From an optimization exercise on the open Yosys and OpenROAD flow, aimed at small area, a short achievable clock period and few clock cycles; shortcuts taken in it are not production practice. In this exercise RTL edits were held to simulation tests only and were not proved equivalent to the original. Power and IR drop assume default switching activity.

===== flow/design.v =====
module mips_mem_stage (
  input  logic             clk,
  input  logic             rst_n,
  input  logic             req_valid,
  output logic             req_ready,
  input  logic [5:0]       opcode,
  input  logic [31:0]      addr,
  input  logic [31:0]      wdata,
  output logic             resp_valid,
  output logic [31:0]      rdata,
  output logic             addr_err,
  output logic             link_valid,
  output logic [31:0]      link_addr
);
  localparam logic [5:0] OP_SB  = 6'h28;
  localparam logic [5:0] OP_SH  = 6'h29;
  localparam logic [5:0] OP_SW  = 6'h2b;
  localparam logic [5:0] OP_LW  = 6'h23;
  localparam logic [5:0] OP_LBU = 6'h24;
  localparam logic [5:0] OP_LHU = 6'h25;
  localparam logic [5:0] OP_LL  = 6'h30;
  logic [31:0] mem [64];
  logic        is_sb, is_sh, is_sw, is_lw, is_lbu, is_lhu, is_ll;
  logic        mis_h, mis_w;
  logic        st_ok, ld_w, ld_h, ld_b, ll_ok, err;
  logic [3:0]  lane_we;      
  logic [31:0] lane_data;
  logic [3:0]  sel_b0;       
  logic [1:0]  sel_b1;       
  logic        sel_hi;       
  always_comb begin
    is_sb  = (opcode == OP_SB);
    is_sh  = (opcode == OP_SH);
    is_sw  = (opcode == OP_SW);
    is_lw  = (opcode == OP_LW);
    is_lbu = (opcode == OP_LBU);
    is_lhu = (opcode == OP_LHU);
    is_ll  = (opcode == OP_LL);
    mis_h  = addr[0];
    mis_w  = (addr[1:0] != 2'b00);
    st_ok = is_sb || (is_sh && !mis_h) || (is_sw && !mis_w);
    ld_w  = (is_lw || is_ll) && !mis_w;
    ld_h  = is_lhu && !mis_h;
    ld_b  = is_lbu;
    ll_ok = is_ll && !mis_w;
    err   = ((is_sh || is_lhu) && mis_h) || ((is_sw || is_lw || is_ll) && mis_w);
    lane_we = 4'b0000;
    if (is_sw) lane_we = 4'b1111;
    else if (is_sh) lane_we = addr[1] ? 4'b1100 : 4'b0011;
    else if (is_sb) lane_we = 4'b0001 << addr[1:0];
    if (is_sb)      lane_data = {4{wdata[7:0]}};
    else if (is_sh) lane_data = {2{wdata[15:0]}};
    else            lane_data = wdata;
    sel_hi = ld_w;
    sel_b1 = {ld_w || (ld_h && addr[1]), ld_h && !addr[1]};
    sel_b0 = {ld_w || (ld_h && addr[1]) || (ld_b && addr[1:0] == 2'd3),
              ld_b && addr[1:0] == 2'd2,
              (ld_h && !addr[1]) || (ld_b && addr[1:0] == 2'd1),
              ld_b && addr[1:0] == 2'd0};
  end
  logic        v1;
  logic        err1, ll1, st1, hi1_n;
  logic [1:0]  b1_n;         
  logic [3:0]  b0_n;
  logic [7:2]  a1;
  logic [63:0] wsel;         
  logic [3:0]  lwe1_n;       
  logic [31:0] x1;           
  always_ff @(posedge clk or negedge rst_n) begin
    if (!rst_n) lwe1_n <= 4'b1111;
    else        lwe1_n <= (req_valid && st_ok) ? ~lane_we : 4'b1111;
  end
  always_ff @(posedge clk or negedge rst_n) begin
    if (!rst_n) v1 <= 1'b0;
    else        v1 <= req_valid;
  end
  always_ff @(posedge clk) begin
    begin
      err1 <= err;
      ll1  <= ll_ok;
      st1  <= st_ok;
      hi1_n <= !sel_hi;
      b1_n  <= ~sel_b1;
      b0_n  <= ~sel_b0;
      a1   <= addr[7:2];
      x1   <= {is_ll ? addr[31:8] : lane_data[31:8], lane_data[7:0]};
      for (int w = 0; w < 64; w++) wsel[w] <= (addr[7:2] == w[5:0]);
    end
  end
  logic [63:0] wsel_n;
  logic [3:0]  we [64];
  assign wsel_n = ~wsel;
  for (genvar w = 0; w < 64; w++) begin : g_we
    for (genvar l = 0; l < 4; l++) begin : g_l
      mm_nor2 u_we (.a(wsel_n[w]), .b(lwe1_n[l]), .y(we[w][l]));
    end
  end
  always_ff @(posedge clk) begin
    for (int w = 0; w < 64; w++)
      for (int l = 0; l < 4; l++)
        if (we[w][l]) mem[w][31-8*l -: 8] <= x1[31-8*l -: 8];
  end
  logic [31:0] rd;
  logic [3:0]  q [32];
  for (genvar b = 0; b < 32; b++) begin : g_rd
    logic [7:0]  p;     
    for (genvar k = 0; k < 8; k++) begin : g_n4
      mm_sel8 u_n (.d({mem[8*k+7][b], mem[8*k+6][b], mem[8*k+5][b], mem[8*k+4][b],
                       mem[8*k+3][b], mem[8*k+2][b], mem[8*k+1][b], mem[8*k][b]}),
                   .s(wsel[8*k +: 8]), .y(p[k]));
    end
    for (genvar k = 0; k < 4; k++) begin : g_o2
      mm_nor2 u_q (.a(p[2*k]), .b(p[2*k+1]), .y(q[b][k]));
    end
  end
  for (genvar j = 0; j < 16; j++) begin : g_hi
    mm_a41oi u_h (.a(q[16+j][0]), .b(q[16+j][1]), .c(q[16+j][2]), .d(q[16+j][3]), .e(hi1_n), .y(rd[16+j]));
  end
  for (genvar j = 0; j < 8; j++) begin : g_b1
    logic [1:0] t;
    mm_a41o u_t1 (.a(q[8+j][0]),  .b(q[8+j][1]),  .c(q[8+j][2]),  .d(q[8+j][3]),  .e(b1_n[1]), .y(t[1]));
    mm_a41o u_t0 (.a(q[24+j][0]), .b(q[24+j][1]), .c(q[24+j][2]), .d(q[24+j][3]), .e(b1_n[0]), .y(t[0]));
    mm_nand2 u_r (.a(t[1]), .b(t[0]), .y(rd[8+j]));
  end
  for (genvar j = 0; j < 8; j++) begin : g_b0
    logic [3:0] t;
    for (genvar l = 0; l < 4; l++) begin : g_l
      mm_a41o u_t (.a(q[24-8*l+j][0]), .b(q[24-8*l+j][1]), .c(q[24-8*l+j][2]), .d(q[24-8*l+j][3]),
                   .e(b0_n[l]), .y(t[l]));
    end
    mm_nand4 u_r (.a(t[0]), .b(t[1]), .c(t[2]), .d(t[3]), .y(rd[j]));
  end
  logic        resp_q, err_q, lv_q;
  logic [31:0] rdata_q;
  logic [31:2] la_q;
  always_ff @(posedge clk or negedge rst_n) begin
    if (!rst_n) begin
      resp_q <= 1'b0;
      lv_q   <= 1'b0;
      la_q   <= '0;
    end else begin
      resp_q <= v1;
      if (v1) begin
        if (ll1) begin
          lv_q <= 1'b1;
          la_q <= {x1[31:8], a1};
        end else if (st1 && a1 == la_q[7:2]) begin
          lv_q <= 1'b0;
        end
      end
    end
  end
  always_ff @(posedge clk) begin
    rdata_q <= rd;
    err_q   <= err1;
  end
  assign req_ready  = 1'b1;
  assign resp_valid = resp_q;
  assign rdata      = rdata_q;
  assign addr_err   = err_q;
  assign link_valid = lv_q;
  assign link_addr  = {la_q, 2'b00};
endmodule
module mm_sel8 (input logic [7:0] d, input logic [7:0] s, output logic y);
  logic [3:0] g;
  assign g[0] = !((d[0] && s[0]) || (d[1] && s[1]));
  assign g[1] = !((d[2] && s[2]) || (d[3] && s[3]));
  assign g[2] = !((d[4] && s[4]) || (d[5] && s[5]));
  assign g[3] = !((d[6] && s[6]) || (d[7] && s[7]));
  assign y = !(g[0] && g[1] && g[2] && g[3]);
endmodule
module mm_nand4 (input logic a, b, c, d, output logic y);
  assign y = !(a && b && c && d);
endmodule
module mm_nand2 (input logic a, b, output logic y);
  assign y = !(a && b);
endmodule
module mm_a41oi (input logic a, b, c, d, e, output logic y);
  assign y = !((a && b && c && d) || e);
endmodule
module mm_a41o (input logic a, b, c, d, e, output logic y);
  assign y = (a && b && c && d) || e;
endmodule
module mm_nor2 (input logic a, b, output logic y);
  assign y = !(a || b);
endmodule

===== flow/run.sh =====
#!/bin/bash
# synth_recipe.tcl (not shown) runs the flow's synth.tcl, then flattens the netlist and writes it again
# the make line also repeats each setting of config.mk as NAME=value (left out here)
make -C /OpenROAD-flow-scripts/flow DESIGN_CONFIG=/design/flow/config.mk WORK_HOME=/design/flow/orfs CLKGATE_MAP_FILE= SYNTH_SCRIPT=/design/flow/synth_recipe.tcl finish

===== flow/config.mk =====
export PLATFORM = sky130hd
export DESIGN_NAME = mips_mem_stage
export DESIGN_NICKNAME = mips_mem_stage
export VERILOG_FILES = /design/flow/design.v
export SDC_FILE = /design/flow/constraint.sdc
export NUM_CORES = 4
export LEC_CHECK = 0
export CAP_MARGIN = 20
export CORE_MARGIN = 2
export CORE_UTILIZATION = 55
export CTS_CLUSTER_DIAMETER = 80
export CTS_CLUSTER_SIZE = 24
export SETUP_SLACK_MARGIN = 3.1
export SLEW_MARGIN = 20
export SYNTH_HIERARCHICAL = 1
export SYNTH_MINIMUM_KEEP_SIZE = 0

===== flow/constraint.sdc =====
create_clock -name core_clock -period 5.5 [get_ports {clk}]
set_input_delay 1.1000 -clock core_clock [delete_from_list [all_inputs] [get_ports {clk}]]
set_output_delay 1.1000 -clock core_clock [all_outputs]
set_load 0.01 [all_outputs]

==> results of run 1 <==
## synth_stat cells (all sizes together) (9+ instances only)
| cell | count | share of area [%] |
|---|---|---|
| inv | 66 | 0.31 |
| nor2 | 479 | 2.3 |
| dfxtp | 145 | 3.7 |
| dfrtp | 33 | 1.0 |
| a31oi | 16 | 0.13 |
| buf | 15 | 0.13 |
| a22oi | 1024 | 9.7 |
| nand2 | 68 | 0.33 |
| edfxtp | 2048 | 78 |
| clkbuf | 9 | 0.043 |
| nand3 | 20 | 0.13 |
| nand4 | 265 | 2.1 |
| a41oi | 23 | 0.45 |
| mux2 | 33 | 0.48 |
| a41o | 48 | 0.61 |
## final timing paths
check	from	endpoint	slack, ns	depth (start not counted)
setup / recovery	rdata_q[12]	rdata[12]	3.03	1
hold / removal	err1	err_q	0.37	0
setup reg to reg	wsel[21]	rdata_q[14]	3.08	6
hold reg to reg	err1	err_q	0.37	0
max in group asynchronous	rst_n	la_q[27]	4.45	1
min in group asynchronous	rst_n	la_q[8]	0.46	1
## state kept, by name (all words and copies together) (netlist names), 2 cells and up
name and count:
rdata_q 32, la_q 30, b1_n 2, b0_n 4, a1 6, lwe1_n 4, mem 2048, wsel 64
x1 32
## routing by layer
layer	wire, um	vias up	track usage, %
li1	-	18722	-
met1	94600	23135	46.4
met2	104000	2177	46.9
met3	21300	231	4.93
met4	4950	4	6.82
met5	22	-	0
## cell usage in the layout, fill, tap and decap left out, drive strengths merged, types with 3 or more instances in the layout
cell,netlist,layout
inv,66,76
clkdlybuf4s50,0,70
nor2b,4,4
edfxtp,2048,2048
mux2,33,33
and2,4,4
nor2,479,479
nand2,68,68
nand4,265,265
o21ai,3,3
dfstp,4,4
dfrtp,33,33
clkbuf,9,152
nand3,20,21
clkinv,0,14
a41o,48,48
conb,2,3
diode,0,3
buf,15,169
a41oi,23,23
a31oi,16,16
clkinvlp,0,3
a22oi,1024,1024
dfxtp,145,145
xnor2,5,5
## through the flow
step	instances	hold WS (ns)	total power [mW]	setup slack, ns	util, %
finish	6629	0.368	28.7	3.03	61.2
global route	6626	0.369	29.4	2.99	61.2
detailed placement	6439	0.335	19.9	1.67	58.7
floorplan	4338	0.310	19.3	3.37	-
CTS	6625	0.368	28.8	2.88	61.0
global placement	6439	0.351	19.9	1.72	58.7
## what timing repair did
item	CTS	global route
resized for setup	402	56
gates cloned	1	0
setup buffers	7	1
hold buffers	0	0
endpoints found under the setup margin	346	256
hold endpoints to repair	0	0
pin swaps	1	0
## report_power, final
group / internal (mW) / switching (mW) / total [mW] / leakage, nW
Clock: 3.91 / 5.21 / 9.12 / 1.56
Sequential: 18.6 / 0.180 / 18.7 / 20.1
Combinational: 0.192 / 0.646 / 0.838 / 4.35
Total: 22.7 / 6.03 / 28.7 / 26.0
## Yosys stat by module, one instance, submodules excluded
module,flops+latches,times used
mm_a41o,0,48
mm_sel8,0,256
mm_a41oi,0,16
mm_nand4,0,8
mm_nor2,0,384
mm_nand2,0,8
mips_mem_stage,2230,1
## cells by family (layout without fill, tap and decap cells)
family	count (synthesis)	in the layout	synth area share [%]
flops	2230	2230	82.8
other cells	2	6	0.00952
xor+xnor	7	7	0.0777
simple gates	852	853	5.07
mux	35	35	0.501
compound gates	1121	1121	11.0
buf+inv	90	487	0.487
## cell type report
type | count | share of cell area [%]
flip-flops and latches | 2230 | 75.4
multi-input cells | 2019 | 15.5
clock buffers | 149 | 3.40
well taps | 1890 | 2.72
repair buffers | 243 | 2.38
clock inverters | 29 | 0.324
inverters | 66 | 0.285
diodes | 3 | 0.00865
==> key figures, run 1 <==
Die
  – Die width: 383 um
  – Top Ports: between 100 and 150
  – Starting Density: ~56%
  – Die area: between 0.1 and 0.15 mm^2
  – Rows: between 100 and 150
  – Die boundary height: around 380 um
  – Core area: 0.142 mm^2

Detailed routing
  – Drt pass-1 iters: 6
  – Routed WL: around 230000 um
  – Via Count: approximately 44000
  – Final antenna-violating net count: 0
  – Avg WL per Cell: around 34 um
  – Residual DRC count: 0
  – Via-per-instance ratio: 6.68
  – 1st-iter DRT viols: just over 6000

Yosys
  – Post-Synthesis Cells: roughly 4300
  – Mapped Avg Cell Area: approximately 18 um^2
  – Most used DFF post-synth: edfxtp_1
  – Warnings from Yosys: 11
  – Seq/Total Area, Yosys: roughly 83%
  – Synth cell types: 45
  – Mapped cell area: slightly below 0.08 mm^2
  – EDFF count, synth: 2048
  – Ys async rst share: ~1.7%
  – #FFs+latches synth: roughly 2200

Critical path
  – Worst Path Max Fanout: 1
  – Critical Path RT: 4.40 ns
  – Crit path cell chain: clkbuf_2
  – Top Family by Delay on Critical Path: flip-flops
  – Slowest-stage cell, CP: dfxtp_4
  – Worst Setup Path Type: register to primary output
  – Worst path max stage delay: about 0.45 ns
  – Critical Path Source Type: register
  – Kind of end point of the critical path: primary output
  – WP buf/inv: 1
  – Critical path arrival: ~1.4 ns

GRT
  – Initial antenna violation count: 6
  – Vias in the first global route: slightly above 40000
  – GRT Total Usage: 30.5%
  – Total congestion overflow: 0
  – Largest net degree at the start of global routing: 66
  – First-pass GRT wire length: approximately 310000 um

Timing
  – Max-Slew Margin vs Limit: approximately 22%
  – Fin. Hold Viols: 0
  – RSZ-0062 raised after global routing: yes
  – Setup TNS: 0 ns
  – Final worst-path cycle share: between 40% and 50%
  – Worst slew pin tran: 1.16 ns
  – Clock skew: a little under 0.03 ns
  – Final setup viols: 0
  – FMAX: approximately 400 MHz
  – Slew Viols, Final: 0
  – Min cycle time layout: between 2 and 2.5 ns

Cells and area
  – Nets: 4741
  – Area delta synth->final: 10.1%
  – FF/Latch Area: around 0.065 mm^2
  – Area occupied by multi-input gates: ~0.013 mm^2
  – Fill count: 10499
  – Final Cell Area: between 0.08 and 0.09 mm^2
  – Share of cells above drive strength 1: between 10% and 20%

CTS
  – H-tree depth: 3
  – Cts bufs inserted: 108
  – CTS Sinks: 2230
  – CTS tree: done
  – Clock latency (worst-skew pair): 0.77 ns
  – Max clock buf depth: 3
  – Clock Tree Root: clkbuf_16
  – Clk pin slew, worst setup/hold paths: 0.10 ns

Placed design
  – Post-DP HPWL: between 100000 and 150000 um
  – Placer congestion estimate: roughly 0.9
  – Placed Area: between 0.08 and 0.09 mm^2
  – Count of input and output buffers: roughly 140

Status
  – Outcome: no timing/DRC/antenna violations

Power
  – P_leak: 26.0 nW
  – Total power divided by cell area: approximately 330 mW/mm^2
  – Maximum vdd drop: ~280 uV

Worst hold path
  – Worst Hold Class: register to register

Job
  – Max cap viols: 0
Testbench counts, summed over its fixed seeds: cycles 24,016.
==> run 2, diff against run 1 <==
--- a/flow/config.mk
+++ b/flow/config.mk
@@ -9,6 +9,6 @@
 export CORE_MARGIN = 2
-export CORE_UTILIZATION = 55
+export CORE_UTILIZATION = 70
 export CTS_CLUSTER_DIAMETER = 80
 export CTS_CLUSTER_SIZE = 24
-export SETUP_SLACK_MARGIN = 3.1
+export SETUP_SLACK_MARGIN = 3.2
 export SLEW_MARGIN = 20
==> key figures, run 2 <==
Power
  – Comb pwr share: 3.1%
  – Sw power: around 5.6 mW
  – Total power divided by cell area: 324 mW/mm^2
  – Maximum vdd drop: roughly 330 uV
  – Sequential power share: 67.0%
  – Sw Share: about a fifth
  – Internal power: about 22 mW
  – Overall power: roughly 28 mW
  – Clock power frac: a little under a third
  – P_leak: 25.8 nW

Yosys
  – Synth top area share: 78.0%
  – Synth cell types: 45
  – #FFs+latches synth: 2230
  – Ranking of synthesized cells by area: edfxtp_1 (78%), a22oi_1 (9.7%), dfxtp_1 (3.7%)
  – Mapped Avg Cell Area: approximately 18 um^2
  – Synth cell count leaders: edfxtp_1 (2048), a22oi_1 (1024), nor2_1 (478)
  – Seq/Total Area, Yosys: between 80 and 90%
  – Post-Synthesis Cells: about 4300
  – Most used DFF post-synth: edfxtp_1
  – Ys async rst share: 1.66%
  – Warnings from Yosys: 11
  – Most frequent cell after synthesis: edfxtp_1
  – Dominant cell type by area after synthesis: edfxtp_1
  – EDFF count, synth: about 2000
  – Mapped cell area: between 0.07 and 0.08 mm^2

GRT
  – First-pass GRT wire length: between 200000 and 300000 um
  – Vias in the first global route: ~42000
  – Initial antenna violation count: 9
  – Total congestion overflow: 0
  – GRT Total Usage: between 30% and 40%
  – Largest net degree at the start of global routing: 66

Timing
  – FMAX: slightly above 400 MHz
  – Max-Slew Margin vs Limit: around 31%
  – Worst slew pin tran: between 1 and 1.5 ns
  – Clock skew: 0.0320 ns
  – Final setup viols: 0
  – Final worst-path cycle share: between 40% and 50%
  – Worst hold-check slack: approximately 0.34 ns
  – Setup TNS: 0 ns
  – Fin. Hold Viols: 0
  – Min cycle time layout: around 2.4 ns
  – Slew Viols, Final: 0
  – RSZ-0062 raised after global routing: yes

CTS
  – Max clock buf depth: 3
  – Clock latency (worst-skew pair): 0.72 ns
  – Clk pin slew, worst setup/hold paths: ~0.1 ns
  – Clock Tree Root: clkbuf_16
  – CTS Sinks: ~2200
  – H-tree depth: 3
  – CTS tree: done
  – Cts bufs inserted: 102

Detailed routing
  – Residual DRC count: 0
  – M1 wire length: slightly below 80000 um
  – Final antenna-violating net count: 0
  – Avg WL per Cell: 33.9 um
  – Via Count: 44769
  – 1st-iter DRT viols: about 7000
  – Routed length on met2: just under 100000 um
  – WL met3: approximately 28000 um
  – Drt pass-1 iters: 6
  – Max Used Layer: met5
  – Via-per-instance ratio: a little over 7
  – Routed WL: around 210000 um

Critical path
  – Crit path cell chain: inv_1, nor2_1
  – Slowest-stage cell, CP: dfxtp_2
  – RR Startpoint: wsel[29]
  – Critical Path Source Type: register
  – Critical Path RT: 5.84 ns
  – R2r setup slk: between 3 and 4 ns
  – Worst Path Max Fanout: 33
  – Critical path arrival: between 2 and 3 ns
  – Worst Setup Path Type: register to register
  – RR Endpoint: mem[29][18]
  – R2R depth: 2
  – Worst path max stage delay: 0.90 ns
  – WP buf/inv: 1
  – Kind of end point of the critical path: register
  – Top Family by Delay on Critical Path: flip-flops

Die
  – Core area: approximately 0.11 mm^2
  – Rows: between 100 and 150
  – Top Ports: 141
  – Starting Density: a little over two thirds
  – Die boundary height: around 340 um
  – Die area: 0.115 mm^2
  – Die width: between 300 and 400 um

Cells and area
  – Most flops, register: mem
  – Largest register FFs: slightly above 2000
  – Fill count: 6298
  – FF/Latch Area: 0.0655 mm^2
  – Area occupied by multi-input gates: ~0.014 mm^2
  – Area delta synth->final: 9.29%
  – Most common cell after layout, fill and taps aside: edfxtp_1
  – Nets: ~4700
  – Share of cells above drive strength 1: 12.1%
  – Most frequent cells in the layout: edfxtp_1 (2048), a22oi_1 (1024), nor2_1 (349)
  – Largest registers: mem x2048, wsel x64

Status
  – Outcome: no timing/DRC/antenna violations

Placed design
  – Count of input and output buffers: 137
  – Post-DP HPWL: roughly 130000 um
  – Placer congestion estimate: 0.966

Job
  – Max cap viols: 0

Worst hold path
  – Worst Hold Class: register to register
  – Hold path cells: 0
  – Worst Hold Endpoint: err_q
  – Hold path start: err1
## run 2: cell count changes in the layout (fill, tap and decap cells not counted), sizes merged
cell / change
clkinv: -14
inv: -10
bufinv: -2
clkdlybuf4s50: +1
buf: +4
dlygate4sd2: -1
clkbuf: +6
diode: +1
clkinvlp: -3
## run 2: stage by stage
step | instances | utilization, % | setup slack, ns | cell area [um^2]
global route | 6217 | 76.8 | 3.07 | 86200
floorplan | 4338 | - | 3.37 | 78900
CTS | 6212 | 76.6 | 2.97 | 85900
detailed placement | 6050 | 73.8 | 1.94 | 82800
global placement | 6050 | 73.8 | 1.98 | 82800
finish | 6221 | 76.8 | 3.07 | 86200
## run 2: cell type report
type	instances	share of cell area [%]
flip-flops and latches	2230	76.0
multi-input cells	2019	15.8
clock buffers	157	3.29
repair buffers	245	2.49
well taps	1500	2.18
inverters	66	0.287
diodes	4	0.0116
## run 2: power by group through the flow
stage	Sequential, mW	Combinational [mW]	Clock [mW]
detailed placement	19.1	0.818	0
global route	18.7	0.888	8.97
global placement	19.1	0.801	0
floorplan	19.1	0.193	0
finish	18.7	0.857	8.37
CTS	18.7	0.829	8.40
## run 2: routing by layer
layer	global-route usage [%]	up-vias
met5	0	-
met4	11.2	4
met3	7.55	352
met2	55.3	3162
met1	55.2	22574
li1	-	18677
## run 2: worst max path at each step
stage	startpoint	end	slack [ns]	cells past startpoint
floorplan	opcode[1]	x1[31]	3.37	5
global placement	opcode[1]	x1[31]	1.98	4
detailed placement	opcode[1]	x1[31]	1.94	4
CTS	rdata_q[22]	rdata[22]	2.97	1
global route	la_q[7]	link_addr[7]	3.07	1
finish	wsel[29]	mem[29][18]	3.07	2
## run 2: logic make-up (layout without fill, tap and decap cells)
logic type                Yosys count  in the layout  share of synthesized area [%]
and+or+nand+nor                   852            853                           5.07
AOI/OAI and AO/OA                1121           1121                           11.0
buffers and inverters              90            468                          0.487
xor gates and xnor gates            7              7                         0.0777
DFF                              2230           2230                           82.8
muxes                              35             35                          0.501
other                               2              7                        0.00952
## run 2: repair_timing
action                                  4_1_cts  5_1_grt
cloned                                        1        0
endpoints found under the setup margin      615      499
resized for setup                           457       73
buffers inserted                              4        5
hold buffers                                  0        0
pin swaps                                     1        2
## run 2: per-module statistics from Yosys (local to each module, per instance)
module          cells inside  flops+latches  copies in the design  cell area, um^2
mm_nor2                    1              0                   384             3.75
mm_nand2                   1              0                     8             3.75
mm_a41oi                   1              0                    16             16.3
mm_sel8                    5              0                   256             36.3
mm_a41o                    1              0                    48             10.0
mm_nand4                   1              0                     8             6.26
mips_mem_stage          2593           2230                     1            67300
==> run 3, diff against run 2 <==
--- a/flow/design.v
+++ b/flow/design.v
@@ -61,12 +61,12 @@
   logic        v1;
-  logic        err1, ll1, st1, hi1_n;
-  logic [1:0]  b1_n;         
-  logic [3:0]  b0_n;
+  logic        err1, ll1, st1, hi1;
+  logic [1:0]  b1_1;         
+  logic [3:0]  b0_1;
   logic [7:2]  a1;
   logic [63:0] wsel;         
-  logic [3:0]  lwe1_n;       
+  logic [3:0]  lwe1;         
   logic [31:0] x1;           
   always_ff @(posedge clk or negedge rst_n) begin
-    if (!rst_n) lwe1_n <= 4'b1111;
-    else        lwe1_n <= (req_valid && st_ok) ? ~lane_we : 4'b1111;
+    if (!rst_n) lwe1 <= 4'b0000;
+    else        lwe1 <= (req_valid && st_ok) ? lane_we : 4'b0000;
   end
@@ -81,5 +81,5 @@
       st1  <= st_ok;
-      hi1_n <= !sel_hi;
-      b1_n  <= ~sel_b1;
-      b0_n  <= ~sel_b0;
+      hi1  <= sel_hi;
+      b1_1 <= sel_b1;
+      b0_1 <= sel_b0;
       a1   <= addr[7:2];
@@ -89,10 +89,2 @@
   end
-  logic [63:0] wsel_n;
-  logic [3:0]  we [64];
-  assign wsel_n = ~wsel;
-  for (genvar w = 0; w < 64; w++) begin : g_we
-    for (genvar l = 0; l < 4; l++) begin : g_l
-      mm_nor2 u_we (.a(wsel_n[w]), .b(lwe1_n[l]), .y(we[w][l]));
-    end
-  end
   always_ff @(posedge clk) begin
@@ -100,6 +92,6 @@
       for (int l = 0; l < 4; l++)
-        if (we[w][l]) mem[w][31-8*l -: 8] <= x1[31-8*l -: 8];
+        if (wsel[w] && lwe1[l]) mem[w][31-8*l -: 8] <= x1[31-8*l -: 8];
   end
   logic [31:0] rd;
-  logic [3:0]  q [32];
+  logic [3:0]  u [32];
   for (genvar b = 0; b < 32; b++) begin : g_rd
@@ -112,3 +104,3 @@
     for (genvar k = 0; k < 4; k++) begin : g_o2
-      mm_nor2 u_q (.a(p[2*k]), .b(p[2*k+1]), .y(q[b][k]));
+      mm_or2 u_q (.a(p[2*k]), .b(p[2*k+1]), .y(u[b][k]));
     end
@@ -116,3 +108,3 @@
   for (genvar j = 0; j < 16; j++) begin : g_hi
-    mm_a41oi u_h (.a(q[16+j][0]), .b(q[16+j][1]), .c(q[16+j][2]), .d(q[16+j][3]), .e(hi1_n), .y(rd[16+j]));
+    mm_o41a u_h (.a(u[16+j][0]), .b(u[16+j][1]), .c(u[16+j][2]), .d(u[16+j][3]), .e(hi1), .y(rd[16+j]));
   end
@@ -120,4 +112,4 @@
     logic [1:0] t;
-    mm_a41o u_t1 (.a(q[8+j][0]),  .b(q[8+j][1]),  .c(q[8+j][2]),  .d(q[8+j][3]),  .e(b1_n[1]), .y(t[1]));
-    mm_a41o u_t0 (.a(q[24+j][0]), .b(q[24+j][1]), .c(q[24+j][2]), .d(q[24+j][3]), .e(b1_n[0]), .y(t[0]));
+    mm_o41ai u_t1 (.a(u[8+j][0]),  .b(u[8+j][1]),  .c(u[8+j][2]),  .d(u[8+j][3]),  .e(b1_1[1]), .y(t[1]));
+    mm_o41ai u_t0 (.a(u[24+j][0]), .b(u[24+j][1]), .c(u[24+j][2]), .d(u[24+j][3]), .e(b1_1[0]), .y(t[0]));
     mm_nand2 u_r (.a(t[1]), .b(t[0]), .y(rd[8+j]));
@@ -127,4 +119,4 @@
     for (genvar l = 0; l < 4; l++) begin : g_l
-      mm_a41o u_t (.a(q[24-8*l+j][0]), .b(q[24-8*l+j][1]), .c(q[24-8*l+j][2]), .d(q[24-8*l+j][3]),
-                   .e(b0_n[l]), .y(t[l]));
+      mm_o41ai u_t (.a(u[24-8*l+j][0]), .b(u[24-8*l+j][1]), .c(u[24-8*l+j][2]), .d(u[24-8*l+j][3]),
+                    .e(b0_1[l]), .y(t[l]));
     end
@@ -177,10 +169,10 @@
 endmodule
-module mm_a41oi (input logic a, b, c, d, e, output logic y);
-  assign y = !((a && b && c && d) || e);
+module mm_o41a (input logic a, b, c, d, e, output logic y);
+  assign y = (a || b || c || d) && e;
 endmodule
-module mm_a41o (input logic a, b, c, d, e, output logic y);
-  assign y = (a && b && c && d) || e;
+module mm_o41ai (input logic a, b, c, d, e, output logic y);
+  assign y = !((a || b || c || d) && e);
 endmodule
-module mm_nor2 (input logic a, b, output logic y);
-  assign y = !(a || b);
+module mm_or2 (input logic a, b, output logic y);
+  assign y = a || b;
 endmodule
--- a/flow/config.mk
+++ b/flow/config.mk
@@ -9,6 +9,6 @@
 export CORE_MARGIN = 2
-export CORE_UTILIZATION = 70
+export CORE_UTILIZATION = 55
 export CTS_CLUSTER_DIAMETER = 80
 export CTS_CLUSTER_SIZE = 24
-export SETUP_SLACK_MARGIN = 3.2
+export SETUP_SLACK_MARGIN = 3.1
 export SLEW_MARGIN = 20
==> key figures, run 3 <==
Cells and area
  – Largest register FFs: ~2000
  – Fill count: between 10000 and 15000
  – Final Cell Area: a little under 0.09 mm^2
  – Fin util: about three fifths
  – Layout Cells excl Fill: 6597
  – Area delta synth->final: 9.93%
  – FF/Latch Area: approximately 0.065 mm^2
  – Nets: around 4700
  – Share of cells above drive strength 1: between 10% and 20%
  – N_diodes: 0
  – Most frequent cells in the layout: edfxtp_1 (2048), a22oi_1 (1022), nand4_1 (266)
  – Most flops, register: mem
  – Largest registers: mem x2048, wsel x64
  – Area occupied by multi-input gates: between 0.01 and 0.015 mm^2
  – Most common cell after layout, fill and taps aside: edfxtp_1

Timing
  – Setup TNS: 0 ns
  – Min cycle time layout: about 2.5 ns
  – Final worst setup slack: 3.04 ns
  – Slew Viols, Final: 0
  – RSZ-0062 raised after global routing: yes
  – Final worst-path cycle share: roughly 45%
  – FMAX: 407 MHz
  – Clock skew: around 0.033 ns
  – Worst hold-check slack: 0.384 ns
  – Worst slew pin tran: 1.14 ns
  – Final setup viols: 0
  – Max-Slew Margin vs Limit: approximately a quarter
  – Fin. Hold Viols: 0

CTS
  – CTS Hold Buffers Added: 0
  – H-tree depth: 3
  – CTS tree: done
  – Max clock buf depth: 3
  – Cts bufs inserted: approximately 110
  – Clock Tree Root: clkbuf_16
  – CTS Sinks: 2230
  – Clk pin slew, worst setup/hold paths: roughly 0.1 ns
  – Clock latency (worst-skew pair): between 0.7 and 0.8 ns

Yosys
  – Mapped Avg Cell Area: approximately 19 um^2
  – Synth cell types: 47
  – Most frequent cell after synthesis: edfxtp_1
  – Ys async rst share: under 10%
  – Synth cell count leaders: edfxtp_1 (2048), a22oi_1 (1024), nand4_1 (266)
  – Ranking of synthesized cells by area: edfxtp_1 (77%), a22oi_1 (9.6%), dfxtp_1 (3.6%)
  – Synth top area share: between 70% and 80%
  – Warnings from Yosys: 10
  – #FFs+latches synth: 2230
  – Dominant cell type by area after synthesis: edfxtp_1
  – Mapped cell area: around 0.08 mm^2
  – Seq/Total Area, Yosys: about four fifths
  – EDFF count, synth: 2048
  – Post-Synthesis Cells: between 4000 and 5000
  – Most used DFF post-synth: edfxtp_1

Die
  – Rows: 139
  – Die width: ~390 um
  – Die boundary height: 385 um
  – Core area: roughly 0.14 mm^2
  – Top Ports: about 140
  – Starting Density: roughly 56%
  – Die area: ~0.15 mm^2

Power
  – Maximum vdd drop: 254 uV
  – Overall power: around 28 mW
  – Total power divided by cell area: approximately 320 mW/mm^2
  – P_leak: roughly 27 nW

Placed design
  – Dpl cells: approximately 6400
  – Count of input and output buffers: about 140
  – Placed Area: roughly 0.084 mm^2
  – Pre-CTS WS: roughly 1.7 ns
  – Placer congestion estimate: 0.839
  – Post-DP HPWL: around 130000 um

Worst hold path
  – Worst Hold Class: register to register

Critical path
  – Kind of end point of the critical path: primary output
  – WP buf/inv: 1
  – Crit path cell chain: clkbuf_2
  – Top Family by Delay on Critical Path: flip-flops
  – Worst path max stage delay: ~0.44 ns
  – Worst Path Max Fanout: 1
  – Critical Path RT: approximately 4.4 ns
  – Slowest-stage cell, CP: dfxtp_4
  – Critical Path Source Type: register
  – Worst Setup Path Type: register to primary output
  – Critical path arrival: around 1.4 ns

GRT
  – First-pass GRT wire length: around 280000 um
  – Total congestion overflow: 0
  – GRT Total Usage: 26.3%
  – Initial antenna violation count: 3
  – Vias in the first global route: 40672
  – Largest net degree at the start of global routing: 66

Detailed routing
  – Final antenna-violating net count: 0
  – Residual DRC count: 0
  – Avg WL per Cell: slightly below 30 um
  – Via Count: about 42000
  – Routed WL: about 200000 um
  – Drt pass-1 iters: 6
  – 1st-iter DRT viols: roughly 4400
  – Via-per-instance ratio: approximately 6.4

Status
  – Outcome: no timing/DRC/antenna violations

Job
  – Max cap viols: 0
[run 3: changes by cell type in the layout (fill, tap and decap cells not counted), sizes merged, moves of 13 or more]
cell,previous run,this run
nor2,479,100
and2,4,256
or2,1,130
inv,66,8
a41o,48,0
o41ai,1,49
clkbuf,158,175
a41oi,23,7
o41a,0,16
nand2,68,55
[run 3: cells by family (layout without fill, tap and decap cells)]
family,after synthesis,after routing,synth area share [%]
flops,2230,2230,81.8
compound gates,1125,1125,11.2
simple gates,849,850,6.21
buf+inv,55,444,0.312
mux,35,35,0.489
xor+xnor,7,7,0.0767
other cells,2,3,0.00940
[run 3: cell type report]
cell class / count / area share, %
Clock buffer: 174 / 3.45
Clock inverter: 15 / 0.147
Inverter: 2 / 0.00855
Multi-Input combinational cell: 2020 / 16.6
Sequential cell: 2230 / 74.5
Tap cell: 1903 / 2.71
Timing Repair Buffer: 253 / 2.54
[run 3: where the power goes]
part | switching [mW] | internal (mW)
Sequential | 0.0337 | 18.6
Clock | 5.08 | 3.86
Combinational | 0.674 | 0.209
Total | 5.79 | 22.6
[run 3: modules after synthesis (local to each module, per instance)]
module	area, um^2	cells	copies in the design
mips_mem_stage	68800	2815	1
mm_nand2	3.75	1	8
mm_nand4	6.26	1	8
mm_o41a	11.3	1	16
mm_o41ai	16.3	1	48
mm_or2	6.26	1	128
mm_sel8	36.3	5	256
[run 3: worst paths after layout]
kind,start,to,slack (ns),depth (start not counted)
worst max-delay path,rdata_q[12],rdata[12],3.04,1
min in group asynchronous,rst_n,la_q[23],0.52,1
worst min-delay path,err1,err_q,0.38,0
worst min register to register,err1,err_q,0.38,0
worst max register to register,wsel[17],rdata_q[11],3.12,6
max in group asynchronous,rst_n,lwe1[2],4.30,1
[run 3: metal layers]
| metal | global-route usage (%) | share of wire [%] |
|---|---|---|
| met2 | 42.3 | 48 |
| met1 | 39.3 | 44 |
| met5 | 0 | 0.010 |
| met4 | 4.59 | 1.3 |
| met3 | 3.36 | 6.1 |
[run 3: what timing repair did]
| item | in CTS | in global routing |
|---|---|---|
| endpoints found under the setup margin | 103 | 71 |
| endpoints found under the hold margin | 0 | 0 |
| cloned | 0 | 1 |
| pin swaps | 6 | 6 |
| setup buffers | 5 | 3 |
| gates resized for setup | 390 | 16 |
Testbench counts of run 3, summed over its fixed seeds: cycles 24,016.
==> run 4, diff against run 3 <==
--- a/flow/config.mk
+++ b/flow/config.mk
@@ -9,6 +9,6 @@
 export CORE_MARGIN = 2
-export CORE_UTILIZATION = 55
+export CORE_UTILIZATION = 70
 export CTS_CLUSTER_DIAMETER = 80
 export CTS_CLUSTER_SIZE = 24
-export SETUP_SLACK_MARGIN = 3.1
+export SETUP_SLACK_MARGIN = 3.2
 export SLEW_MARGIN = 20
==> key figures, run 4 <==
Critical path
  – Critical Path RT: approximately 4.4 ns
  – RR Startpoint: wsel[27]
  – Setup crit start: rdata_q[12]
  – Critical Path Source Type: register
  – Crit path cell chain: buf_6
  – Kind of end point of the critical path: primary output
  – Top Family by Delay on Critical Path: flip-flops
  – WP buf/inv: 1
  – Slowest-stage cell, CP: dfxtp_4
  – Critical path arrival: 1.33 ns
  – Worst path max stage delay: 0.44 ns
  – Worst Setup Path Type: register to primary output
  – Worst Path Max Fanout: 1

Detailed routing
  – WL met3: approximately 19000 um
  – Drt pass-1 iters: 6
  – Via Count: ~43000
  – Routed WL: just under 200000 um
  – 1st-iter DRT viols: just under 6000
  – Avg WL per Cell: 31.1 um
  – Via-per-instance ratio: approximately 7.0
  – Max Used Layer: met5
  – Residual DRC count: 0
  – Final antenna-violating net count: 0
  – M1 wire length: about 74000 um
  – Routed length on met2: ~94000 um

Yosys
  – Ys async rst share: ~1.7%
  – Dominant cell type by area after synthesis: edfxtp_1
  – Warnings from Yosys: 10
  – Synth cell count leaders: edfxtp_1 (2048), a22oi_1 (1024), nand4_1 (266)
  – Mapped Avg Cell Area: roughly 19 um^2
  – Post-Synthesis Cells: approximately 4300
  – EDFF count, synth: 2048
  – Most frequent cell after synthesis: edfxtp_1
  – Ranking of synthesized cells by area: edfxtp_1 (77%), a22oi_1 (9.6%), dfxtp_1 (3.6%)
  – Seq/Total Area, Yosys: 81.8%
  – #FFs+latches synth: between 2000 and 2500
  – Most used DFF post-synth: edfxtp_1
  – Mapped cell area: ~0.08 mm^2
  – Synth cell types: between 40 and 50
  – Synth top area share: between 70% and 80%

Placed design
  – Placed Area: 0.0838 mm^2
  – Post-DP HPWL: between 100000 and 150000 um
  – Pre-CTS WS: 2.02 ns
  – Dpl cells: 5994
  – Placer congestion estimate: slightly below 0.9
  – Count of input and output buffers: 137

Worst hold path
  – Hold path start: err1
  – Worst Hold Class: register to register

CTS
  – Max clock buf depth: 3
  – CTS Sinks: between 2000 and 2500
  – Clk pin slew, worst setup/hold paths: 0.10 ns
  – CTS tree: done
  – Cts bufs inserted: 102
  – CTS Hold Buffers Added: 0
  – Clock latency (worst-skew pair): about 0.75 ns
  – Clock Tree Root: clkbuf_16
  – H-tree depth: 3

GRT
  – First-pass GRT wire length: about 280000 um
  – GRT Total Usage: about a third
  – Largest net degree at the start of global routing: between 60 and 70
  – Initial antenna violation count: 5
  – Total congestion overflow: 0
  – Vias in the first global route: a little over 40000

Job
  – Max cap viols: 0

Cells and area
  – Area delta synth->final: 9.41%
  – Fill count: roughly 6200
  – Most frequent cells in the layout: edfxtp_1 (2048), a22oi_1 (1009), nand4_1 (266)
  – Final Cell Area: ~0.087 mm^2
  – Layout Cells excl Fill: 6202
  – Largest registers: mem x2048, wsel x64
  – Share of cells above drive strength 1: 10.7%
  – Most common cell after layout, fill and taps aside: edfxtp_1
  – Largest register FFs: slightly above 2000
  – Most flops, register: mem
  – Nets: 4695

Die
  – Die area: about 0.12 mm^2
  – Starting Density: a little under three quarters
  – Core area: about 0.11 mm^2
  – Top Ports: 141
  – Rows: ~120
  – Die width: between 300 and 400 um
  – Die boundary height: 342 um

Status
  – Outcome: no timing/DRC/antenna violations

Timing
  – Setup TNS: 0 ns
  – Final worst setup slack: about 3.1 ns
  – Min cycle time layout: about 2.4 ns
  – Fin. Hold Viols: 0
  – Slew Viols, Final: 0
  – RSZ-0062 raised after global routing: yes
  – FMAX: ~410 MHz
  – Final worst-path cycle share: between 40 and 50%
  – Worst hold-check slack: 0.340 ns
  – Final setup viols: 0
  – Worst slew pin tran: roughly 1.1 ns
  – Max-Slew Margin vs Limit: between 20 and 30%
  – Clock skew: approximately 0.031 ns

Power
  – P_leak: 27.4 nW
  – Total power divided by cell area: approximately 320 mW/mm^2
  – Maximum vdd drop: between 300 and 400 uV
run 4: through the flow:
stage	power, mW	util (%)
CTS	28.0	77.2
detailed placement	19.9	74.3
global route	28.7	77.5
floorplan	19.4	-
finish	28.0	77.5
global placement	19.8	74.3
run 4: cell families (layout without fill, tap and decap cells):
family                    after synthesis  in the layout  synth area share (%)
DFF                                  2230           2230                  81.8
AOI/OAI and AO/OA                    1125           1125                  11.2
and+or+nand+nor                       849            850                  6.21
buffers and inverters                  55            451                 0.312
muxes                                  35             35                 0.489
xor gates and xnor gates                7              7                0.0767
other                                   2              4               0.00940
run 4: per-layer routing:
layer	global-route usage, %	vias up
met5	0	-
met4	9.04	6
met3	5.29	244
met2	53.7	2397
met1	48.2	22038
li1	-	18671
run 4: what timing repair did:
action / in CTS / in global routing
gates cloned: 1 / 0
endpoints found under the hold margin: 0 / 0
pin swaps: 20 / 18
setup buffers: 7 / 16
endpoints found under the setup margin: 121 / 97
gates resized for setup: 399 / 48
run 4: final timing paths:
| path | depth (start not counted) | slack [ns] | to |
|---|---|---|---|
| setup / recovery | 1 | 3.07 | rdata[12] |
| hold / removal | 0 | 0.34 | err_q |
| setup reg to reg | 6 | 3.19 | rdata_q[9] |
| hold reg to reg | 0 | 0.34 | err_q |
| max in group asynchronous | 1 | 4.36 | lwe1[3] |
| min in group asynchronous | 1 | 0.50 | la_q[30] |
run 4: cell type report:
type	count	area, um^2	share of cell area, %
Sequential cell	2230	65500	74.9
Multi-Input combinational cell	2020	14800	16.9
Clock buffer	179	2930	3.35
Timing Repair Buffer	266	2260	2.59
Tap cell	1500	1880	2.15
Clock inverter	4	37.5	0.0429
Inverter	2	7.51	0.00859
Antenna cell	1	2.50	0.00286
run 4: report_power, final:
group	total (mW)	leakage, nW	switching, mW	internal (mW)
clock network	8.53	1.41	4.88	3.64
registers	18.6	20.1	0.0376	18.6
logic	0.913	5.93	0.701	0.212
run 4: worst reg2reg max path: cells and delay by family (launching register included):
family	cells	cell delay (ns)
AO/OA/AOI/OAI	2	0.81
buffers and inverters	1	0.27
flip-flops	1	0.31
AND/OR/NAND/NOR	3	0.78
run 4: modules after synthesis, one instance, submodules excluded:
module,copies in the design,cells inside
mips_mem_stage,1,2815
mm_or2,128,1
mm_nand2,8,1
mm_nand4,8,1
mm_o41ai,48,1
mm_sel8,256,5
mm_o41a,16,1
==> run 5, diff against run 4 <==
--- a/flow/design.v
+++ b/flow/design.v
@@ -127,2 +127,3 @@
   logic [31:2] la_q;
+  logic        up_q;           
   always_ff @(posedge clk or negedge rst_n) begin
@@ -130,13 +131,18 @@
       resp_q <= 1'b0;
-      lv_q   <= 1'b0;
-      la_q   <= '0;
+      up_q   <= 1'b0;
     end else begin
       resp_q <= v1;
-      if (v1) begin
-        if (ll1) begin
-          lv_q <= 1'b1;
-          la_q <= {x1[31:8], a1};
-        end else if (st1 && a1 == la_q[7:2]) begin
-          lv_q <= 1'b0;
-        end
+      up_q   <= 1'b1;
+    end
+  end
+  always_ff @(posedge clk) begin
+    if (!up_q) begin
+      lv_q <= 1'b0;
+      la_q <= '0;
+    end else if (v1) begin
+      if (ll1) begin
+        lv_q <= 1'b1;
+        la_q <= {x1[31:8], a1};
+      end else if (st1 && a1 == la_q[7:2]) begin
+        lv_q <= 1'b0;
       end
==> key figures, run 5 <==
Cells and area
  – Most frequent cells in the layout: edfxtp_1 (2048), a22oi_1 (994), nand4_1 (273)
  – N_diodes: 0
  – Largest register FFs: between 2000 and 2500
  – Most flops, register: mem
  – Most common cell after layout, fill and taps aside: edfxtp_1
  – Nets: ~4800
  – Largest registers: mem x2048, wsel x64
  – Share of cells above drive strength 1: a little over a tenth
  – Area delta synth->final: 9.58%

Yosys
  – Ranking of synthesized cells by area: edfxtp_1 (77%), a22oi_1 (9.6%), dfxtp_1 (4.4%)
  – Mapped Avg Cell Area: 18.2 um^2
  – Mux cell area share after synthesis: less than 1%
  – Seq/Total Area, Yosys: roughly 81%
  – Dominant cell type by area after synthesis: edfxtp_1
  – Ys async rst share: less than 1%
  – Synth Area in Adders: 0%
  – Most used DFF post-synth: edfxtp_1
  – Synth cell count leaders: edfxtp_1 (2048), a22oi_1 (1024), nand4_1 (273)
  – Post-synthesis simple-gate area fraction: around 6.4%
  – Warnings from Yosys: 10
  – Synth Area in Compound Gates: between 10% and 20%
  – Synth top area share: just under 80%
  – Largest family of logic cells by synthesized area: compound AO/OA/AOI/OAI gates
  – Mapped cell area: 0.0800 mm^2
  – Synth cell types: 48
  – Synth Area in XOR/XNOR: less than 1%
  – Post-Synthesis Cells: ~4400
  – Most frequent cell after synthesis: edfxtp_1
  – EDFF count, synth: 2048
  – #FFs+latches synth: ~2200

Critical path
  – Worst Path Max Fanout: 1
  – RR Endpoint: rdata_q[7]
  – Critical Path Source Type: register
  – Slowest-stage cell, CP: dfxtp_4
  – Critical Path RT: 4.40 ns
  – Top Family by Delay on Critical Path: flip-flops
  – Crit path cell chain: buf_6
  – R2r setup slk: approximately 3.1 ns
  – R2R depth: 6
  – Worst path max stage delay: 0.42 ns
  – Kind of end point of the critical path: primary output
  – Critical path arrival: 1.26 ns
  – RR Startpoint: wsel[35]
  – WP buf/inv: 1
  – Worst Setup Path Type: register to primary output

GRT
  – GRT Total Usage: 32.7%
  – Largest net degree at the start of global routing: 66
  – Vias in the first global route: between 40000 and 50000
  – Total congestion overflow: 0
  – Initial antenna violation count: 1
  – First-pass GRT wire length: between 200000 and 300000 um

Die
  – Starting Density: 70.3%
  – Die area: about 0.12 mm^2
  – Top Ports: between 100 and 150
  – Core area: 0.114 mm^2
  – Die boundary height: roughly 340 um
  – Die width: about 340 um
  – Rows: between 100 and 150

CTS
  – CTS tree: done
  – Max clock buf depth: 3
  – Cts bufs inserted: 102
  – H-tree depth: 3
  – Clock Tree Root: clkbuf_16
  – Clk pin slew, worst setup/hold paths: 0.10 ns
  – CTS Sinks: ~2200
  – CTS Hold Buffers Added: 0
  – Clock latency (worst-skew pair): 0.72 ns

Timing
  – Clock skew: 0.0240 ns
  – Fin. Hold Viols: 0
  – Worst slew pin tran: approximately 1.2 ns
  – Final setup viols: 0
  – Slew Viols, Final: 0
  – Min cycle time layout: ~2.4 ns
  – Max-Slew Margin vs Limit: between 20 and 25%
  – RSZ-0062 raised after global routing: yes
  – Final worst-path cycle share: a little over two fifths
  – FMAX: 423 MHz
  – Setup TNS: 0 ns

Placed design
  – Count of input and output buffers: around 140
  – Placer congestion estimate: about 0.9
  – Post-DP HPWL: about 120000 um

Detailed routing
  – Avg WL per Cell: 30.4 um
  – Via-per-instance ratio: between 6 and 7
  – Final antenna-violating net count: 0
  – Residual DRC count: 0
  – Routed WL: ~190000 um
  – Via Count: around 44000
  – Drt pass-1 iters: 5
  – 1st-iter DRT viols: 5307

Power
  – Maximum vdd drop: 292 uV
  – P_leak: 27.1 nW
  – Total power divided by cell area: around 320 mW/mm^2
  – Overall power: roughly 28 mW

Worst hold path
  – Worst Hold Endpoint: err_q
  – Hold path cells: 0
  – Worst Hold Class: register to register
  – Hold path start: err1

Status
  – Outcome: no timing/DRC/antenna violations

Job
  – Max cap viols: 0
## run 5: changes by cell type after synthesis, moves of 8 or more
cell | previous run | this run
mux2_2 | 32 | 0
dfxtp_1 | 145 | 176
a21boi_0 | 0 | 30
dfrtp_1 | 37 | 7
nand2_1 | 54 | 83
nor3_1 | 2 | 29
nor2_1 | 99 | 74
o21ai_0 | 4 | 25
clkbuf_1 | 37 | 57
nand3_1 | 16 | 24
## run 5: per-module statistics from Yosys (local to each module, per instance)
| module | cells | flip-flops and latches | cell area, um^2 |
|---|---|---|---|
| mips_mem_stage | 2898 | 2231 | 68900 |
| mm_nand4 | 1 | 0 | 6.26 |
| mm_o41ai | 1 | 0 | 16.3 |
| mm_sel8 | 5 | 0 | 36.3 |
| mm_or2 | 1 | 0 | 6.26 |
| mm_o41a | 1 | 0 | 11.3 |
| mm_nand2 | 1 | 0 | 3.75 |
## run 5: how the worst max path moves through the flow
stage | end | from | cells past startpoint | slack (ns)
after floorplan | x1[27] | opcode[1] | 7 | 3.20
after CTS | rdata[4] | rdata_q[4] | 1 | 3.09
after detailed placement | x1[24] | opcode[1] | 6 | 2.07
after global placement | x1[24] | opcode[1] | 6 | 2.07
after global routing | rdata_q[2] | wsel[39] | 6 | 3.07
final | rdata[4] | rdata_q[4] | 1 | 3.14
## run 5: timing repair
| action | 4_1_cts | 5_1_grt |
|---|---|---|
| setup endpoints to repair | 114 | 75 |
| gates cloned | 0 | 1 |
| pin swaps | 17 | 18 |
| endpoints found under the hold margin | 0 | 0 |
| buffers inserted | 13 | 4 |
| resized for setup | 476 | 67 |
## run 5: cells by family (layout without fill, tap and decap cells)
| group | Yosys count | in the layout |
|---|---|---|
| and+or+nand+nor | 891 | 892 |
| other | 2 | 4 |
| DFF | 2231 | 2231 |
| buffers and inverters | 73 | 454 |
| AOI/OAI and AO/OA | 1180 | 1180 |
| muxes | 2 | 2 |
| xor gates and xnor gates | 7 | 7 |
## run 5: layout make-up
cell class / instances / area, um^2
Multi-Input combinational cell: 2085 / 15100
Timing Repair Buffer: 260 / 2370
Inverter: 4 / 18.8
Clock buffer: 190 / 2950
Sequential cell: 2231 / 65400
Tap cell: 1512 / 1890
Fill cell: 6352 / 26200
## run 5: stage by stage
step / cell area (um^2) / std cells / setup WS (ns) / hold slack [ns] / utilization [%]
3_5_place_dp: 83900 / 6074 / 2.07 / 0.316 / 73.6
5_1_grt: 87700 / 6282 / 3.07 / 0.340 / 77.0
4_1_cts: 87400 / 6277 / 3.09 / 0.335 / 76.7
3_3_place_gp: 83900 / 6074 / 2.07 / 0.314 / 73.6
2_1_floorplan: 80000 / 4388 / 3.20 / 0.310 / -
6_report: 87700 / 6282 / 3.14 / 0.334 / 77.0
## run 5: where the power goes
group	switching [mW]	leakage, nW	internal, mW
registers	0.0514	19.9	18.5
clock network	4.85	1.39	3.64
logic	0.654	5.72	0.199
## run 5: metal layers
layer  up-vias  global-route usage [%]  wire, um
met4         0                    8.41      4640
met1     22093                    48.6     74400
met5         -                       0         0
met3       232                    4.90     18900
li1      18935                       -         -
met2      2352                    52.2     92800
## run 5: worst register-to-register path, cell delays in order, from the launching register on
cell	delay, ns
dfxtp_1	0.32
buf_4	0.27
a22oi_1	0.32
nand4_1	0.21
or2_4	0.35
o41ai_4	0.58
nand4_1	0.18
Testbench counts of run 5, summed over its fixed seeds: cycles 24,016.
==> run 6, diff against run 5 <==
--- a/flow/config.mk
+++ b/flow/config.mk
@@ -9,3 +9,3 @@
 export CORE_MARGIN = 2
-export CORE_UTILIZATION = 70
+export CORE_UTILIZATION = 80
 export CTS_CLUSTER_DIAMETER = 80
==> key figures, run 6 <==
GRT
  – Largest net degree at the start of global routing: 66
  – Total congestion overflow: 0
  – Vias in the first global route: 44349
  – GRT Total Usage: about two fifths
  – First-pass GRT wire length: 286000 um
  – Initial antenna violation count: 0

Yosys
  – Post-Synthesis Cells: about 4400
  – Synth Area in Compound Gates: 11.6%
  – EDFF count, synth: 2048
  – Post-synthesis simple-gate area fraction: roughly 6.4%
  – Dominant cell type by area after synthesis: edfxtp_1
  – Synth Area in XOR/XNOR: less than 1%
  – #FFs+latches synth: 2231
  – Synth Area in Adders: 0%
  – Ys async rst share: less than 1%
  – Seq/Total Area, Yosys: approximately four fifths
  – Mapped cell area: approximately 0.08 mm^2
  – Synth cell types: 48
  – Synth cell count leaders: edfxtp_1 (2048), a22oi_1 (1024), nand4_1 (273)
  – Ranking of synthesized cells by area: edfxtp_1 (77%), a22oi_1 (9.6%), dfxtp_1 (4.4%)
  – Warnings from Yosys: 10
  – Most used DFF post-synth: edfxtp_1
  – Synth top area share: between 70% and 80%
  – Mapped Avg Cell Area: 18.2 um^2
  – Largest family of logic cells by synthesized area: compound AO/OA/AOI/OAI gates
  – Most frequent cell after synthesis: edfxtp_1
  – Mux cell area share after synthesis: 0.0250%

Critical path
  – R2R depth: 6
  – Critical Path Source Type: register
  – WP buf/inv: 1
  – Kind of end point of the critical path: primary output
  – Slowest-stage cell, CP: dfxtp_4
  – RR Endpoint: rdata_q[2]
  – R2r setup slk: 3.12 ns
  – Worst Setup Path Type: register to primary output
  – Worst Path Max Fanout: 1
  – Top Family by Delay on Critical Path: flip-flops
  – Setup crit start: rdata_q[4]
  – Crit path cell chain: buf_6
  – RR Startpoint: wsel[14]
  – Critical Path RT: ~4.4 ns
  – Critical path arrival: about 1.3 ns
  – Worst path max stage delay: 0.42 ns

Power
  – Overall power: 28.0 mW
  – Total power divided by cell area: ~320 mW/mm^2
  – Maximum vdd drop: 323 uV
  – P_leak: between 20 and 30 nW

Die
  – Die width: between 300 and 400 um
  – Rows: 116
  – Die boundary height: roughly 320 um
  – Die area: between 0.1 and 0.15 mm^2
  – Starting Density: between 80% and 90%
  – Top Ports: about 140
  – Core area: 0.0996 mm^2

Timing
  – Final setup viols: 0
  – RSZ-0062 raised after global routing: yes
  – Min cycle time layout: approximately 2.4 ns
  – Final worst-path cycle share: approximately 43%
  – Clock skew: between 0.04 and 0.05 ns
  – Max-Slew Margin vs Limit: between 10% and 20%
  – FMAX: around 420 MHz
  – Slew Viols, Final: 0
  – Worst slew pin tran: about 1.2 ns
  – Setup TNS: 0 ns
  – Fin. Hold Viols: 0
  – Final worst setup slack: between 3 and 4 ns

Placed design
  – Count of input and output buffers: ~140
  – Post-DP HPWL: ~120000 um
  – Placer congestion estimate: between 0.8 and 0.9
  – Dpl cells: a little under 6000
  – Pre-CTS WS: about 1.8 ns

Cells and area
  – Most frequent cells in the layout: edfxtp_1 (2048), a22oi_1 (991), nand4_1 (273)
  – Most common cell after layout, fill and taps aside: edfxtp_1
  – Largest register FFs: between 2000 and 2500
  – Most flops, register: mem
  – Area delta synth->final: 9.15%
  – Nets: between 4000 and 5000
  – Share of cells above drive strength 1: 10.4%
  – Largest registers: mem x2048, wsel x64
  – Fill count: roughly 3800
  – Layout Cells excl Fill: between 6000 and 7000

CTS
  – Max clock buf depth: 3
  – CTS Sinks: ~2200
  – CTS tree: done
  – H-tree depth: 3
  – CTS Hold Buffers Added: 0
  – Clock Tree Root: clkbuf_16
  – Clock latency (worst-skew pair): 0.76 ns
  – Cts bufs inserted: 102
  – Clk pin slew, worst setup/hold paths: 0.10 ns

Worst hold path
  – Hold path cells: 0
  – Worst Hold Class: register to register
  – Worst Hold Endpoint: err_q
  – Hold path start: err1

Detailed routing
  – Routed WL: slightly below 200000 um
  – 1st-iter DRT viols: between 7000 and 8000
  – Via-per-instance ratio: between 7 and 8
  – Via Count: 45747
  – Residual DRC count: 0
  – Final antenna-violating net count: 0
  – Avg WL per Cell: ~33 um
  – Drt pass-1 iters: 8

Job
  – Max cap viols: 0

Status
  – Outcome: no timing/DRC/antenna violations
## run 6: cell types whose count changed in the layout (fill, tap and decap cells not counted), moves of 6 or more
cell     change
dfxtp_2      -6
or2_4        -7
dfxtp_1     +13
buf_4       -13
buf_6        -7
buf_2        +7
or2_1        +8
dfxtp_4      -7
## run 6: cell type report
class	instances	area (um^2)	share of cell area [%]
Tap cell	1298	1620	1.86
Clock buffer	188	2960	3.39
Timing Repair Buffer	247	2230	2.56
Clock inverter	3	33.8	0.0387
Inverter	4	18.8	0.0215
Multi-Input combinational cell	2086	15100	17.3
Sequential cell	2231	65400	74.8
Antenna cell	3	7.51	0.00859
## run 6: how the worst max path moves through the flow
stage / endpoint / slack [ns] / cells after the start
after floorplan: x1[27] / 3.20 / 7
after global placement: x1[25] / 1.80 / 5
after detailed placement: x1[24] / 1.77 / 5
after CTS: rdata_q[8] / 3.05 / 6
after global routing: rdata_q[2] / 3.09 / 6
final: rdata[4] / 3.12 / 1
## run 6: where the power goes
| part | internal (mW) | leakage [nW] | total (mW) | switching (mW) |
|---|---|---|---|---|
| Combinational | 0.193 | 5.67 | 0.833 | 0.640 |
| Clock | 3.67 | 1.42 | 8.58 | 4.91 |
| Sequential | 18.6 | 19.9 | 18.6 | 0.0729 |
## run 6: repair_timing
| action | CTS | global route |
|---|---|---|
| pin swaps | 9 | 16 |
| cloned | 1 | 1 |
| endpoints found under the setup margin | 113 | 99 |
| buffers inserted | 9 | 1 |
| gates resized for setup | 431 | 61 |
## run 6: through the flow
stage                     hold slack (ns)  utilization [%]  instance area, um^2
after floorplan                     0.310                -                80000
after global placement              0.317             83.9                83500
after detailed placement            0.318             83.9                83500
after CTS                           0.340             87.4                87000
after global routing                0.343             87.7                87300
final                               0.336             87.7                87400
## run 6: layer usage
metal,global-route usage (%),routed length [um],vias to the layer above
met5,0,0,-
met4,14.8,7840,0
met3,6.99,24300,410
met2,62.5,97500,3667
met1,53.5,68000,22761
li1,-,-,18909
## run 6: modules after synthesis, one instance, submodules excluded
module	cell area, um^2	times used	cells	flops+latches
mips_mem_stage	68900	1	2898	2231
mm_sel8	36.3	256	5	0
mm_o41ai	16.3	48	1	0
mm_o41a	11.3	16	1	0
mm_nand4	6.26	8	1	0
mm_or2	6.26	128	1	0
mm_nand2	3.75	8	1	0
## run 6: kinds of logic (layout without fill, tap and decap cells)
logic type,count (synthesis),in the layout
DFF,2231,2231
AOI/OAI and AO/OA,1180,1180
and+or+nand+nor,891,893
buffers and inverters,73,442
xor gates and xnor gates,7,7
other,2,7
muxes,2,2
==> run 7, diff against run 6 <==
--- a/flow/config.mk
+++ b/flow/config.mk
@@ -9,3 +9,3 @@
 export CORE_MARGIN = 2
-export CORE_UTILIZATION = 80
+export CORE_UTILIZATION = 70
 export CTS_CLUSTER_DIAMETER = 80
@@ -16 +16,2 @@
 export SYNTH_MINIMUM_KEEP_SIZE = 0
+export TNS_END_PERCENT = 20
==> key figures, run 7 <==
Status
  – Outcome: no timing/DRC/antenna violations

Critical path
  – RR Startpoint: wsel[35]
  – Critical Path RT: 6.07 ns
  – Cell with the most instances on the worst path: nand4_1
  – Kind of end point of the critical path: register
  – Critical Path Source Type: register
  – R2r setup slk: approximately 3.0 ns
  – Crit path cell chain: buf_4, a22oi_1, nand4_1, or2_1, o41ai_4, nand4_1
  – Slowest-stage cell, CP: o41ai_4
  – RR Endpoint: rdata_q[7]
  – Setup crit start: wsel[35]
  – Worst path max stage delay: 0.58 ns
  – R2R depth: 6
  – Worst Setup Path Type: register to register
  – Worst Path Max Fanout: 36
  – Critical path arrival: 3.06 ns

Detailed routing
  – Routed WL: between 150000 and 200000 um
  – Via Count: approximately 44000
  – Avg WL per Cell: 30.4 um
  – Final antenna-violating net count: 0
  – Via-per-instance ratio: 6.96
  – 1st-iter DRT viols: roughly 5300
  – Drt pass-1 iters: 5
  – Residual DRC count: 0

Job
  – Max cap viols: 0

GRT
  – Initial antenna violation count: 4
  – Largest net degree at the start of global routing: 66
  – Total congestion overflow: 0
  – Vias in the first global route: about 41000
  – First-pass GRT wire length: between 200000 and 300000 um
  – GRT Total Usage: 32.6%

Cells and area
  – Largest register FFs: between 2000 and 2500
  – Fill count: between 6000 and 7000
  – Most frequent cells in the layout: edfxtp_1 (2048), a22oi_1 (995), nand4_1 (273)
  – Area delta synth->final: 9.32%
  – Most flops, register: mem
  – Largest registers: mem x2048, wsel x64
  – Fin util: slightly below 80%
  – Most common cell after layout, fill and taps aside: edfxtp_1
  – Share of cells above drive strength 1: between 10% and 20%
  – N_diodes: 0
  – Nets: around 4700
  – Layout Cells excl Fill: approximately 6300

Worst hold path
  – Worst Hold Endpoint: err_q
  – Hold path cells: 0
  – Worst Hold Class: register to register
  – Hold path start: err1

CTS
  – CTS Sinks: between 2000 and 2500
  – Clock Tree Root: clkbuf_16
  – H-tree depth: 3
  – Clk pin slew, worst setup/hold paths: 0.10 ns
  – Clock latency (worst-skew pair): 0.72 ns
  – Max clock buf depth: 3
  – CTS tree: done
  – Cts bufs inserted: around 100

Timing
  – Slew Viols, Final: 0
  – Fin. Hold Viols: 0
  – Max-Slew Margin vs Limit: between 20% and 30%
  – Min cycle time layout: ~2.5 ns
  – FMAX: about 400 MHz
  – Setup TNS: 0 ns
  – Final worst setup slack: 3.01 ns
  – Final setup viols: 0
  – Worst slew pin tran: about 1.1 ns
  – Final worst-path cycle share: a little under half
  – RSZ-0062 raised after global routing: yes
  – Clock skew: between 0.02 and 0.03 ns

Power
  – Internal power: around 22 mW
  – Clock power frac: between 30% and 40%
  – Comb pwr share: 3.0%
  – Total power divided by cell area: approximately 320 mW/mm^2
  – Sw power: approximately 5.6 mW
  – P_leak: approximately 27 nW
  – Maximum vdd drop: 292 uV
  – Overall power: between 20 and 30 mW
  – Sw Share: between 10% and 20%
  – Sequential power share: approximately two thirds

Die
  – Rows: about 120
  – Core area: about 0.11 mm^2
  – Die width: 342 um
  – Die boundary height: 342 um
  – Die area: 0.117 mm^2
  – Top Ports: around 140
  – Starting Density: a little over two thirds

Yosys
  – Synth cell types: 48
  – Most frequent cell after synthesis: edfxtp_1
  – Warnings from Yosys: 10
  – Synth top area share: roughly three quarters
  – Mapped Avg Cell Area: ~18 um^2
  – Post-Synthesis Cells: roughly 4400
  – Ranking of synthesized cells by area: edfxtp_1 (77%), a22oi_1 (9.6%), dfxtp_1 (4.4%)
  – Most used DFF post-synth: edfxtp_1
  – Dominant cell type by area after synthesis: edfxtp_1
  – Synth cell count leaders: edfxtp_1 (2048), a22oi_1 (1024), nand4_1 (273)
  – EDFF count, synth: slightly above 2000
  – Ys async rst share: less than 1%
  – #FFs+latches synth: 2231
  – Seq/Total Area, Yosys: around 81%
  – Mapped cell area: around 0.080 mm^2

Placed design
  – Placer congestion estimate: around 0.9
  – Count of input and output buffers: ~140
  – Post-DP HPWL: between 100000 and 150000 um
  – Pre-CTS WS: between 2 and 2.5 ns
  – Dpl cells: 6074
## run 7: changes by cell type in the layout (fill, tap and decap cells not counted), moves of 5 or more
| cell | change |
|---|---|
| buf_2 | +10 |
| clkdlybuf4s15_2 | +13 |
| or2_1 | -5 |
| buf_6 | -25 |
| dfxtp_4 | +10 |
| dfxtp_1 | +10 |
| dfxtp_2 | -20 |
## run 7: kinds of logic after synthesis
family	count (synthesis)	share of synthesized area, %
compound gates	1180	11.6
mux	2	0.0250
other cells	2	0.00938
simple gates	891	6.42
xor+xnor	7	0.0766
flops	2231	81.5
buf+inv	73	0.399
## run 7: routing by layer
layer | up-vias | part of all wire, % | track usage, %
li1 | 18916 | - | -
met1 | 22199 | 39 | 48.2
met2 | 2258 | 48 | 51.9
met3 | 268 | 9.8 | 5.17
met4 | 4 | 2.7 | 8.89
met5 | - | 0.014 | 0
## run 7: power by group through the flow
stage	clock (mW)	combinational [mW]	sequential, mW
2_1_floorplan	0	0.214	19.1
3_3_place_gp	0	0.785	19.0
3_5_place_dp	0	0.802	19.0
4_1_cts	8.54	0.821	18.6
5_1_grt	9.07	0.896	18.6
6_report	8.49	0.849	18.6
## run 7: worst max-delay path, delay by kind of cell, from the launching register on
| family | cells | cell delay [ns] |
|---|---|---|
| and+or+nand+nor | 3 | 0.77 |
| AOI/OAI and AO/OA | 2 | 0.94 |
| buffers and inverters | 1 | 0.28 |
| DFF | 1 | 0.32 |
## run 7: what timing repair did
action / 4_1_cts / 5_1_grt
resized for setup: 340 / 106
cloned: 0 / 0
setup buffers: 10 / 0
setup endpoints to repair: 114 / 105
hold buffers: 0 / 0
pin swaps: 3 / 16
endpoints found under the hold margin: 0 / 0
## run 7: worst max-delay path by stage
stage | slack (ns) | end
finish | 3.01 | rdata_q[7]
global route | 3.05 | rdata_q[7]
CTS | 3.07 | rdata[20]
detailed placement | 2.07 | x1[24]
global placement | 2.07 | x1[24]
floorplan | 3.20 | x1[27]
## run 7: area by class of cell
cell class | count | area (um^2) | area share, %
Clock buffer | 190 | 2950 | 3.37
Inverter | 4 | 18.8 | 0.0215
Multi-Input combinational cell | 2084 | 15000 | 17.2
Sequential cell | 2231 | 65400 | 74.7
Tap cell | 1512 | 1890 | 2.16
Timing Repair Buffer | 253 | 2220 | 2.54
## run 7: Yosys stat by module (local to each module, per instance), excerpt
module / times used / cells inside / cell area (um^2) / flops+latches
mm_or2: 128 / 1 / 6.26 / 0
mips_mem_stage: 1 / 2898 / 68900 / 2231
mm_nand2: 8 / 1 / 3.75 / 0
mm_nand4: 8 / 1 / 6.26 / 0
mm_o41a: 16 / 1 / 11.3 / 0
mm_sel8: 256 / 5 / 36.3 / 0
## run 7: stage by stage
| stage | hold slack (ns) | area [um^2] |
|---|---|---|
| 2_1_floorplan | 0.310 | 80000 |
| 3_3_place_gp | 0.314 | 83900 |
| 5_1_grt | 0.347 | 87500 |
| 3_5_place_dp | 0.316 | 83900 |
| 6_report | 0.339 | 87500 |
| 4_1_cts | 0.340 | 87100 |

## re-timing with driven ports
Ports are ideal in the flow. The routed layouts listed here were re-timed in OpenROAD. Step 1 (the two cells are an assumption about what drives the block):
set clk [get_ports {clk}]
set_driving_cell -lib_cell sky130_fd_sc_hd__clkbuf_16 $clk
set_driving_cell -lib_cell sky130_fd_sc_hd__buf_2 [delete_from_list [all_inputs] $clk]
Step 2 times the ports against the registers' clock, not the clock port: input delays grow and output delays shrink by t, the midpoint of the rising clock arrivals with the driver on. Slacks: ideal ports / drivers / drivers and shift; pairs: ideal ports / drivers.
run | t (ns) | setup slack, ns | worst hold slack (ns) | worst slew at a driven data input, ns
run 1 | 0.841 | 3.031 / 2.944 / 2.447 | 0.368 / 0.368 / 0.368 | 0.06
run 2 | 0.785 | 3.070 / 3.013 / 2.491 | 0.338 / 0.338 / 0.338 | 0.20
run 3 | 0.818 | 3.045 / 2.964 / 2.460 | 0.384 / 0.384 / 0.384 | 0.31
run 4 | 0.808 | 3.068 / 2.990 / 2.506 | 0.340 / 0.340 / 0.340 | 0.07
run 5 | 0.790 | 3.136 / 3.055 / 2.497 | 0.334 / 0.334 / 0.334 | 0.05
run 6 | 0.805 | 3.121 / 3.048 / 2.437 | 0.336 / 0.336 / 0.336 | 0.05
run 7 | 0.790 | 3.008 / 3.008 / 2.469 | 0.339 / 0.339 / 0.339 | 0.05
After both steps setup and hold are still met in every run listed. For run 6, which loses most, drivers alone change the setup slack by -0.073 ns; drivers and shift together by -0.684 ns.
